Background: an optimization exercise with open tools, aiming at small area, a short achievable clock period and few clock cycles per item. Do not read the settings as production practice.

==> v28 <==
Design json_key_value_extractor_core, start of the top module:
module json_key_value_extractor_core #(
   parameter int MaxKeyChars = jkv_pkg::MAX_KEY_CHARS_DEF
) (
   input  logic                            clock,
   input  logic                            reset,
   input  logic                            req_valid,
   output logic                            req_stall,
   input  logic [7:0]                      req_data_byte,
   input  logic                            req_last_byte,
   output logic                            rsp_valid,
   input  logic                            rsp_stall,
   output logic [1:0]                      rsp_item_kind,
   output logic [31:0]                     rsp_item_value,
   output logic [2:0]                      rsp_result_status,
   output logic                            rsp_end_of_run,
   input  logic                            csr_valid,
   output logic                            csr_ready,
   input  logic [jkv_pkg::CSR_IDX_W-1:0]   csr_index,
   input  logic [jkv_pkg::CSR_DATA_W-1:0]  csr_write_data
);
==> flow/config.mk <==
export PLATFORM = sky130hd
export DESIGN_NAME = json_key_value_extractor_core
export DESIGN_NICKNAME = json_key_value_extractor_core
export VERILOG_FILES = /design/flow/design.v
export SDC_FILE = /design/flow/constraint.sdc
export NUM_CORES = 4
export LEC_CHECK = 0
export CAP_MARGIN = 20
export CORE_MARGIN = 2
export CORE_UTILIZATION = 40
export SLEW_MARGIN = 20
==> flow/constraint.sdc <==
create_clock -name core_clock -period 10.0 [get_ports {clock}]
set_input_delay 2.0000 -clock core_clock [delete_from_list [all_inputs] [get_ports {clock}]]
set_output_delay 2.0000 -clock core_clock [all_outputs]
set_load 0.01 [all_outputs]
run.sh (not shown) runs the stock make flow with config.mk's settings and CLKGATE_MAP_FILE= SYNTH_SCRIPT=/design/flow/synth_recipe.tcl, a recipe that flattens the netlist after the stock synthesis.
==> inputs of v17, as changes to v28 <==
--- a/flow/design.v
+++ b/flow/design.v
@@ -138,22 +138,29 @@
          h_v <= 1'b0;
          s_v <= 1'b0;
       end else begin
          h_v <= (h_v && !consume) || s_v || accept;
          s_v <= !consume && (s_v || (accept && h_v));
       end
    end
+   logic [7:0] h_in;
+   logic [7:0] h_cls_in, h_cls;
+   assign h_in = s_v ? s_b : req_data_byte;
+   assign h_cls_in = {h_in == CH_BSLASH, h_in == CH_RBRACK, h_in == CH_LBRACK, h_in == CH_COMMA,
+                      h_in == CH_COLON, h_in == CH_QUOTE, (h_in >= CH_ZERO) && (h_in <= CH_NINE),
+                      (h_in == CH_SPACE) || (h_in == CH_TAB) || (h_in == CH_LF) || (h_in == CH_CR)};
    always_ff @(posedge clock) begin
       if (!s_v) begin
          s_b <= req_data_byte;
          s_l <= req_last_byte;
       end
       if (consume || !h_v) begin
-         h_b <= s_v ? s_b : req_data_byte;
-         h_l <= s_v ? s_l : req_last_byte;
+         h_b   <= h_in;
+         h_l   <= s_v ? s_l : req_last_byte;
+         h_cls <= h_cls_in;
       end
    end
    logic [3:0]  ph_ff;
    logic [17:1] dv_ff;
    logic        esc_ff;
    logic [31:0] acc_ff;
    logic        ovf_ff;
@@ -170,22 +177,15 @@
    assign step    = h_v && adv && !pf_ff;
    assign consume = step;
    assign pf_go   = pf_ff && adv;
    logic [7:0] c;
    logic       is_ws, is_dig, is_quote, is_colon, is_comma, is_lbrack, is_rbrack, is_bslash;
    logic [7:0] ch_dec;
    assign c         = h_b;
-   assign is_ws     = (c == CH_SPACE) || (c == CH_TAB) || (c == CH_LF) || (c == CH_CR);
-   assign is_dig    = (c >= CH_ZERO) && (c <= CH_NINE);
-   assign is_quote  = (c == CH_QUOTE);
-   assign is_colon  = (c == CH_COLON);
-   assign is_comma  = (c == CH_COMMA);
-   assign is_lbrack = (c == CH_LBRACK);
-   assign is_rbrack = (c == CH_RBRACK);
-   assign is_bslash = (c == CH_BSLASH);
+   assign {is_bslash, is_rbrack, is_lbrack, is_comma, is_colon, is_quote, is_dig, is_ws} = h_cls;
    assign ch_dec    = !esc_ff ? c :
                       (c == CH_N) ? CH_LF :
                       (c == CH_T) ? CH_TAB :
                       (c == CH_R) ? CH_CR : c;
    logic [15:0] eqk;
    logic [17:1] dv_shift;
    logic        hit;
@@ -194,20 +194,25 @@
          eqk[j] = (c == key_ff[8*j +: 8]);
       end
       dv_shift[1] = is_quote;
       for (int i = 2; i <= 17; i++) begin
          dv_shift[i] = dv_ff[i-1] && eqk[i-2];
       end
    end
-   assign hit = is_quote && (kc_ff != 5'd0) && dv_ff[kc_ff + 5'd1];
+   logic        hitp_ff;
+   logic [16:0] dv_sel;
+   logic        hitp_n;
+   assign hit = is_quote && hitp_ff;
    logic [3:0]  dig;
    logic [31:0] acc_mul;
    logic        acc_ov;
    assign dig     = c[3:0];
-   assign acc_mul = (acc_ff << 3) + (acc_ff << 1) + {28'd0, dig};
+   logic [31:0] acc_x5;
+   assign acc_x5  = acc_ff + {acc_ff[29:0], 2'b00} + {29'd0, dig[3:1]};
+   assign acc_mul = {acc_x5[30:0], dig[0]};
    assign acc_ov  = (acc_ff > 32'd429496729) || ((acc_ff == 32'd429496729) && (dig > 4'd5));
    logic [15:0] cnt_inc;
    logic        sfull_next, afull_next;
    assign cnt_inc    = cnt_ff + 16'd1;
    assign sfull_next = ({1'b0, cnt_ff} + 17'd2 == {1'b0, scap_ff});
    assign afull_next = (cnt_inc == {5'd0, acap_ff});
    logic [3:0]  ph_n;
@@ -453,24 +458,33 @@
          ph_n  = P_SEARCH;
          dv_n  = '0;
          esc_n = 1'b0;
       end else if (done) begin
          ph_n = P_DONE;
       end
    end
+   always_comb begin
+      dv_sel[0] = 1'b0;
+      for (int k = 1; k <= 16; k++) begin
+         dv_sel[k] = dv_n[k+1];
+      end
+   end
+   assign hitp_n = dv_sel[kc_ff];
    always_ff @(posedge clock) begin
       if (reset) begin
          ph_ff    <= P_SEARCH;
          dv_ff    <= '0;
+         hitp_ff  <= 1'b0;
          pf_ff    <= 1'b0;
          out_v_ff <= 1'b0;
       end else begin
          if (step) begin
             ph_ff <= ph_n;
             dv_ff <= dv_n;
+            hitp_ff <= hitp_n;
             pf_ff <= pf_set;
          end else if (pf_go) begin
             pf_ff <= 1'b0;
          end
          if ((step && emit) || pf_go) begin
             out_v_ff <= 1'b1;
          end else if (!rsp_stall) begin
==> flow/flow/run.sh (new file) <==
#!/bin/bash
# Standard ORFS layout, with timing repair aimed at a shorter period than the clock's
# (the SDC is unchanged; only the resizer's setup margin is raised).
set -euo pipefail
MARGIN=$(cat flow/margin.txt)
bash standard.sh SETUP_SLACK_MARGIN=$MARGIN finish > standard_flow.log 2>&1
==> flow/flow/margin.txt (new file) <==
6.5
==> flow/standard.sh (new file) <==
#!/bin/bash
# synth_recipe.tcl (not shown) runs the flow's synth.tcl, then flattens the netlist and writes it again
# the make line also repeats each setting of config.mk as NAME=value (left out here)
make -C /OpenROAD-flow-scripts/flow DESIGN_CONFIG=/design/flow/config.mk WORK_HOME=/design/flow/orfs CLKGATE_MAP_FILE= SYNTH_SCRIPT=/design/flow/synth_recipe.tcl "${@:-finish}"
removed: flow/run.sh
==> inputs of v6, as changes to v28 <==
--- a/flow/design.v
+++ b/flow/design.v
@@ -138,22 +138,29 @@
          h_v <= 1'b0;
          s_v <= 1'b0;
       end else begin
          h_v <= (h_v && !consume) || s_v || accept;
          s_v <= !consume && (s_v || (accept && h_v));
       end
    end
+   logic [7:0] h_in;
+   logic [7:0] h_cls_in, h_cls;
+   assign h_in = s_v ? s_b : req_data_byte;
+   assign h_cls_in = {h_in == CH_BSLASH, h_in == CH_RBRACK, h_in == CH_LBRACK, h_in == CH_COMMA,
+                      h_in == CH_COLON, h_in == CH_QUOTE, (h_in >= CH_ZERO) && (h_in <= CH_NINE),
+                      (h_in == CH_SPACE) || (h_in == CH_TAB) || (h_in == CH_LF) || (h_in == CH_CR)};
    always_ff @(posedge clock) begin
       if (!s_v) begin
          s_b <= req_data_byte;
          s_l <= req_last_byte;
       end
       if (consume || !h_v) begin
-         h_b <= s_v ? s_b : req_data_byte;
-         h_l <= s_v ? s_l : req_last_byte;
+         h_b   <= h_in;
+         h_l   <= s_v ? s_l : req_last_byte;
+         h_cls <= h_cls_in;
       end
    end
    logic [3:0]  ph_ff;
    logic [17:1] dv_ff;
    logic        esc_ff;
    logic [31:0] acc_ff;
    logic        ovf_ff;
@@ -170,22 +177,15 @@
    assign step    = h_v && adv && !pf_ff;
    assign consume = step;
    assign pf_go   = pf_ff && adv;
    logic [7:0] c;
    logic       is_ws, is_dig, is_quote, is_colon, is_comma, is_lbrack, is_rbrack, is_bslash;
    logic [7:0] ch_dec;
    assign c         = h_b;
-   assign is_ws     = (c == CH_SPACE) || (c == CH_TAB) || (c == CH_LF) || (c == CH_CR);
-   assign is_dig    = (c >= CH_ZERO) && (c <= CH_NINE);
-   assign is_quote  = (c == CH_QUOTE);
-   assign is_colon  = (c == CH_COLON);
-   assign is_comma  = (c == CH_COMMA);
-   assign is_lbrack = (c == CH_LBRACK);
-   assign is_rbrack = (c == CH_RBRACK);
-   assign is_bslash = (c == CH_BSLASH);
+   assign {is_bslash, is_rbrack, is_lbrack, is_comma, is_colon, is_quote, is_dig, is_ws} = h_cls;
    assign ch_dec    = !esc_ff ? c :
                       (c == CH_N) ? CH_LF :
                       (c == CH_T) ? CH_TAB :
                       (c == CH_R) ? CH_CR : c;
    logic [15:0] eqk;
    logic [17:1] dv_shift;
    logic        hit;
@@ -194,20 +194,50 @@
          eqk[j] = (c == key_ff[8*j +: 8]);
       end
       dv_shift[1] = is_quote;
       for (int i = 2; i <= 17; i++) begin
          dv_shift[i] = dv_ff[i-1] && eqk[i-2];
       end
    end
-   assign hit = is_quote && (kc_ff != 5'd0) && dv_ff[kc_ff + 5'd1];
+   logic        hitp_ff;
+   logic [16:0] dv_sel;
+   logic        hitp_n;
+   assign hit = is_quote && hitp_ff;
    logic [3:0]  dig;
    logic [31:0] acc_mul;
    logic        acc_ov;
    assign dig     = c[3:0];
-   assign acc_mul = (acc_ff << 3) + (acc_ff << 1) + {28'd0, dig};
+   logic [3:0]  lo_sum;
+   logic        lo_c;
+   logic [27:0] hi_a, hi_b, hi_p, hi_gp, hi_pp, hi_s;
+   assign lo_sum  = {acc_ff[0], 2'b00} + {1'b0, acc_ff[2:0]} + {1'b0, dig[3:1]};
+   assign lo_c    = lo_sum[3];
+   assign hi_a    = acc_ff[28:1];
+   assign hi_b    = acc_ff[30:3];
+   assign hi_p    = hi_a ^ hi_b;
+   always_comb begin
+      logic [27:0] g, pp;
+      g  = hi_a & hi_b;
+      pp = hi_p;
+      for (int l = 0; l < 5; l++) begin
+         for (int i = 0; i < 28; i++) begin
+            if (((i >> l) & 1) == 1) begin
+               g[i]  = g[i] | (pp[i] & g[((i >> l) << l) - 1]);
+               pp[i] = pp[i] & pp[((i >> l) << l) - 1];
+            end
+         end
+      end
+      hi_gp = g;
+      hi_pp = pp;
+      hi_s[0] = hi_p[0] ^ lo_c;
+      for (int i = 1; i < 28; i++) begin
+         hi_s[i] = hi_p[i] ^ (hi_gp[i-1] | (hi_pp[i-1] & lo_c));
+      end
+   end
+   assign acc_mul = {hi_s, lo_sum[2:0], dig[0]};
    assign acc_ov  = (acc_ff > 32'd429496729) || ((acc_ff == 32'd429496729) && (dig > 4'd5));
    logic [15:0] cnt_inc;
    logic        sfull_next, afull_next;
    assign cnt_inc    = cnt_ff + 16'd1;
    assign sfull_next = ({1'b0, cnt_ff} + 17'd2 == {1'b0, scap_ff});
    assign afull_next = (cnt_inc == {5'd0, acap_ff});
    logic [3:0]  ph_n;
@@ -453,24 +483,33 @@
          ph_n  = P_SEARCH;
          dv_n  = '0;
          esc_n = 1'b0;
       end else if (done) begin
          ph_n = P_DONE;
       end
    end
+   always_comb begin
+      dv_sel[0] = 1'b0;
+      for (int k = 1; k <= 16; k++) begin
+         dv_sel[k] = dv_n[k+1];
+      end
+   end
+   assign hitp_n = dv_sel[kc_ff];
    always_ff @(posedge clock) begin
       if (reset) begin
          ph_ff    <= P_SEARCH;
          dv_ff    <= '0;
+         hitp_ff  <= 1'b0;
          pf_ff    <= 1'b0;
          out_v_ff <= 1'b0;
       end else begin
          if (step) begin
             ph_ff <= ph_n;
             dv_ff <= dv_n;
+            hitp_ff <= hitp_n;
             pf_ff <= pf_set;
          end else if (pf_go) begin
             pf_ff <= 1'b0;
          end
          if ((step && emit) || pf_go) begin
             out_v_ff <= 1'b1;
          end else if (!rsp_stall) begin
==> flow/flow/run.sh (new file) <==
#!/bin/bash
# Standard ORFS layout, with timing repair aimed at a shorter period than the clock's
# (the SDC is unchanged; only the resizer's setup margin is raised), plain buffers on the
# ports, and no full-adder cell extraction in synthesis (registers are unchanged).
set -euo pipefail
MARGIN=$(cat flow/margin.txt)
bash standard.sh SETUP_SLACK_MARGIN=$MARGIN "BUFFER_PORTS_ARGS=-buffer_cell sky130_fd_sc_hd__buf_1" ADDER_MAP_FILE= finish > standard_flow.log 2>&1
==> flow/flow/margin.txt (new file) <==
6.8
==> flow/standard.sh (new file) <==
#!/bin/bash
# synth_recipe.tcl (not shown) runs the flow's synth.tcl, then flattens the netlist and writes it again
# the make line also repeats each setting of config.mk as NAME=value (left out here)
make -C /OpenROAD-flow-scripts/flow DESIGN_CONFIG=/design/flow/config.mk WORK_HOME=/design/flow/orfs CLKGATE_MAP_FILE= SYNTH_SCRIPT=/design/flow/synth_recipe.tcl "${@:-finish}"
--- a/flow/config.mk
+++ b/flow/config.mk
@@ -4,8 +4,10 @@
 export VERILOG_FILES = /design/flow/design.v
 export SDC_FILE = /design/flow/constraint.sdc
 export NUM_CORES = 4
 export LEC_CHECK = 0
 export CAP_MARGIN = 20
 export CORE_MARGIN = 2
 export CORE_UTILIZATION = 40
+export CTS_BUF_LIST = sky130_fd_sc_hd__clkbuf_8
+export CTS_CLUSTER_SIZE = 20
 export SLEW_MARGIN = 20
removed: flow/run.sh
==> impl_metrics.ini <==
[worst_setup_path]
cp.depth = 12
cp.arrival_ns = 5.00
cp_slowest_cell = or3_1

[cells_and_area]
buffers = 139
ff_latch_area_um2 = 5910
seq-cell-share = 0.329
antenna_cells = 0

[outcome]
status = finished clean

[placement]
gp_congestion = 0.907

[power]
p_sw_frac = 0.288

[sta]
fmax_mhz = 211

[synth]
synth_top_area_share = 0.253
[end of results for v28]
==> impl_metrics.ini <==
[outcome]
status = finished clean

[placement]
gp_congestion = 0.866

[worst_setup_path]
cp.arrival_ns = 3.77

[cells_and_area]
seq-cell-share = 0.317
antenna_cells = 2

[synth]
synth_top_area_share = 0.251
[end of results for v6]
==> impl_metrics.ini <==
[outcome]
status = finished clean

[power]
seqPwrFrac = 0.401
p_sw_frac = 0.297

[cells_and_area]
buffers = 204
ff_latch_area_um2 = 6180
seq-cell-share = 0.326
antenna_cells = 1

[sta]
fmax_mhz = 274

[worst_setup_path]
cp_slowest_cell = fa_2
cp.depth = 12

[synth]
synth_top_area_share = 0.254

[cts]
postCtsSetupRepairBufs = 49
[end of results for v17]
No run of this note included a check of the RTL's function; only the layout flow was run.

==> what the ideal ports hide <==
How much do the figures lean on ideal ports? The routed layouts below were timed once more, with nothing changed but the port constraints.
Step 1 sets driving cells, clkbuf_16 on the clock port and buf_2 on the other inputs (assumed; they add their load-dependent delay and slew).
Step 2 times the ports against the registers' clock, not the clock port: input delays grow and output delays shrink by t, the midpoint of the rising clock arrivals with the driver on.
Slacks: ideal ports / drivers / drivers and shift; pairs: ideal ports / drivers.
run | t, ns | setup WS [ns] | worst slew at a driven data input, ns
v28 | 0.620 | 5.272 / 5.272 / 5.272 | 0.05
v17 | 0.637 | 6.357 / 6.357 / 5.929 | 0.10
v6 | 0.655 | 6.576 / 6.576 / 6.212 | 0.08
After both steps setup and hold are still met in every run listed. For v17, which loses most, drivers alone change the setup slack by 0.000 ns; drivers and shift together by -0.428 ns.
